What follows belongs to an exercise in optimizing a design on an open flow for small area and a short achievable clock period; a production flow would make more cautious choices. In this exercise RTL edits were held to simulation tests only and were not proved equivalent to the original.

==> flow/design.v <==
module data_mem_responder #(
    parameter int DEPTH   = 64,
    parameter int LATENCY = 2
) (
    input  logic        clk,
    input  logic        reset,
    input  logic        req_valid,
    input  logic        DataMemRW,
    input  logic [31:0] addr,
    input  logic [31:0] wdata,
    output logic        req_ready,
    output logic        resp_valid,
    output logic [31:0] rdata,
    output logic        err
);
    logic        ready_q, busy_q, b1, b2, rv;
    logic        accept;
    logic [5:0]  idx_q;
    logic        ld_q, st_q, bad_q;
    logic [31:0] wd_q;
    logic [63:0] sel_q;
    logic [5:0]  cur_idx;
    logic [31:0] rd_lo_q;
    logic [31:0] rd_lo, rd_hi;
    logic [31:0] rdata_q;
    logic        err_q;
    logic [31:0] mem [64];
    logic        bad_in;
    assign bad_in  = (addr[1:0] != 2'b00) || (addr[31:8] != 24'd0);
    assign accept  = !busy_q && req_valid;
    assign cur_idx = busy_q ? idx_q : addr[7:2];
    logic        rd_go, wr_go;
    assign rd_go = b2 && ld_q;
    assign wr_go = b2 && st_q;
    logic [2:0] lo_p [32];
    logic [2:0] hi_p [32];
    genvar gb;
    generate
        for (gb = 0; gb < 32; gb++) begin : g_rbit
            logic [30:0] lo_bits;
            logic [32:0] hi_bits;
            for (genvar w = 0; w < 31; w++) begin : g_lo
                assign lo_bits[w] = mem[w][gb];
            end
            for (genvar w = 0; w < 33; w++) begin : g_hi
                assign hi_bits[w] = mem[w + 31][gb];
            end
            dmr_half31 u_lo (.sel(sel_q[30:0]),  .d(lo_bits), .p(lo_p[gb]));
            dmr_half33 u_hi (.sel(sel_q[63:31]), .d(hi_bits), .p(hi_p[gb]));
            assign rd_lo[gb] = |lo_p[gb];
            assign rd_hi[gb] = |hi_p[gb];
        end
    endgenerate
    always_ff @(posedge clk or negedge reset) begin
        if (!reset) begin
            ready_q <= 1'b1;
            busy_q  <= 1'b0;
            b1      <= 1'b0;
            b2      <= 1'b0;
            rv      <= 1'b0;
            rdata_q <= '0;
            err_q   <= 1'b0;
        end else begin
            ready_q <= !(accept || b1 || b2);
            busy_q  <= accept || b1 || b2;
            b1      <= accept;
            b2      <= b1;
            rv      <= b2;
            err_q   <= b2 && bad_q;
            rdata_q <= rd_go ? (rd_lo_q | rd_hi) : 32'd0;
        end
    end
    always_ff @(posedge clk) begin
        if (!busy_q) begin
            idx_q <= addr[7:2];
            ld_q  <= !DataMemRW && !bad_in;
            st_q  <= DataMemRW && !bad_in;
            bad_q <= bad_in;
            wd_q  <= wdata;
        end
    end
    always_ff @(posedge clk) begin
        for (int w = 0; w < 64; w++)
            sel_q[w] <= (cur_idx == w[5:0]);
        rd_lo_q <= rd_lo;
    end
    always_ff @(posedge clk) begin
        for (int w = 0; w < 64; w++)
            if (wr_go && sel_q[w]) mem[w] <= wd_q;
    end
    assign req_ready  = ready_q;
    assign resp_valid = rv;
    assign rdata      = rdata_q;
    assign err        = err_q;
endmodule
module dmr_half31 (
    input  logic [30:0] sel,
    input  logic [30:0] d,
    output logic [2:0]  p
);
    logic [10:0] n;    
    genvar g;
    generate
        for (g = 0; g < 10; g++) begin : g_grp
            dmr_aoi222 u_g (
                .a0(sel[3*g]),   .b0(d[3*g]),
                .a1(sel[3*g+1]), .b1(d[3*g+1]),
                .a2(sel[3*g+2]), .b2(d[3*g+2]),
                .y(n[g]));
        end
    endgenerate
    dmr_nand2 u_g10 (.a(sel[30]), .b(d[30]), .y(n[10]));
    dmr_nand4 u_p0 (.a(n[0]), .b(n[1]), .c(n[2]), .d(n[3]), .y(p[0]));
    dmr_nand4 u_p1 (.a(n[4]), .b(n[5]), .c(n[6]), .d(n[7]), .y(p[1]));
    dmr_nand3 u_p2 (.a(n[8]), .b(n[9]), .c(n[10]), .y(p[2]));
endmodule
module dmr_half33 (
    input  logic [32:0] sel,
    input  logic [32:0] d,
    output logic [2:0]  p
);
    logic [10:0] n;    
    genvar g;
    generate
        for (g = 0; g < 10; g++) begin : g_grp
            dmr_aoi222 u_g (
                .a0(sel[3*g]),   .b0(d[3*g]),
                .a1(sel[3*g+1]), .b1(d[3*g+1]),
                .a2(sel[3*g+2]), .b2(d[3*g+2]),
                .y(n[g]));
        end
    endgenerate
    dmr_aoi222 u_g10 (
        .a0(sel[30]), .b0(d[30]),
        .a1(sel[31]), .b1(d[31]),
        .a2(sel[32]), .b2(d[32]),
        .y(n[10]));
    dmr_nand4 u_p0 (.a(n[0]), .b(n[1]), .c(n[2]), .d(n[3]), .y(p[0]));
    dmr_nand4 u_p1 (.a(n[4]), .b(n[5]), .c(n[6]), .d(n[7]), .y(p[1]));
    dmr_nand3 u_p2 (.a(n[8]), .b(n[9]), .c(n[10]), .y(p[2]));
endmodule
module dmr_aoi222 (
    input  logic a0, b0, a1, b1, a2, b2,
    output logic y
);
    assign y = !((a0 && b0) || (a1 && b1) || (a2 && b2));
endmodule
module dmr_nand2 (
    input  logic a, b,
    output logic y
);
    assign y = !(a && b);
endmodule
module dmr_nand4 (
    input  logic a, b, c, d,
    output logic y
);
    assign y = !(a && b && c && d);
endmodule
module dmr_nand3 (
    input  logic a, b, c,
    output logic y
);
    assign y = !(a && b && c);
endmodule
clock: 4.5 ns
lec_check: 0
cap_margin: 20
core_margin: 2
core_utilization: 65
cts_cluster_diameter: 80
cts_cluster_size: 25
setup_slack_margin: 2.4
slew_margin: 20
synth_hierarchical: 1
synth_minimum_keep_size: 0
run.sh (not shown) runs the stock make flow with config.mk's settings and CLKGATE_MAP_FILE= SYNTH_SCRIPT=/design/flow/synth_recipe.tcl, a recipe that flattens the netlist after the stock synthesis.
==> next run, changes <==
Settings changed: CORE_UTILIZATION 65 to 70.
After rerunning: Synthesized area does not change; global-route usage went up by 2.2 points; worst hold slack gains 0.22 ns.

==> port drivers added, routing unchanged <==
No port has a modelled driver above. Below, the same layouts with a new extraction and two added sets of constraints. Step 1, drivers: a clkbuf_16 drives clk and a buf_2 each remaining input, both assumed. Step 2 times the ports against the registers' clock, not the clock port: input delays grow and output delays shrink by t, the midpoint of the rising clock arrivals with the driver on. Three values: ideal ports, drivers, drivers and shift; two values: the first two.
run	t, ns	setup slack, ns	worst data-port slew with drivers (ns)	cell pins on the clock port's net
the first run	0.784	2.210 / 2.140 / 1.551	0.19	1
the second run	0.807	2.099 / 2.019 / 1.667	0.20	1
After both steps every run listed still meets setup and hold. For the first run, which loses most, drivers alone change the setup slack by -0.070 ns; drivers and shift together by -0.659 ns.
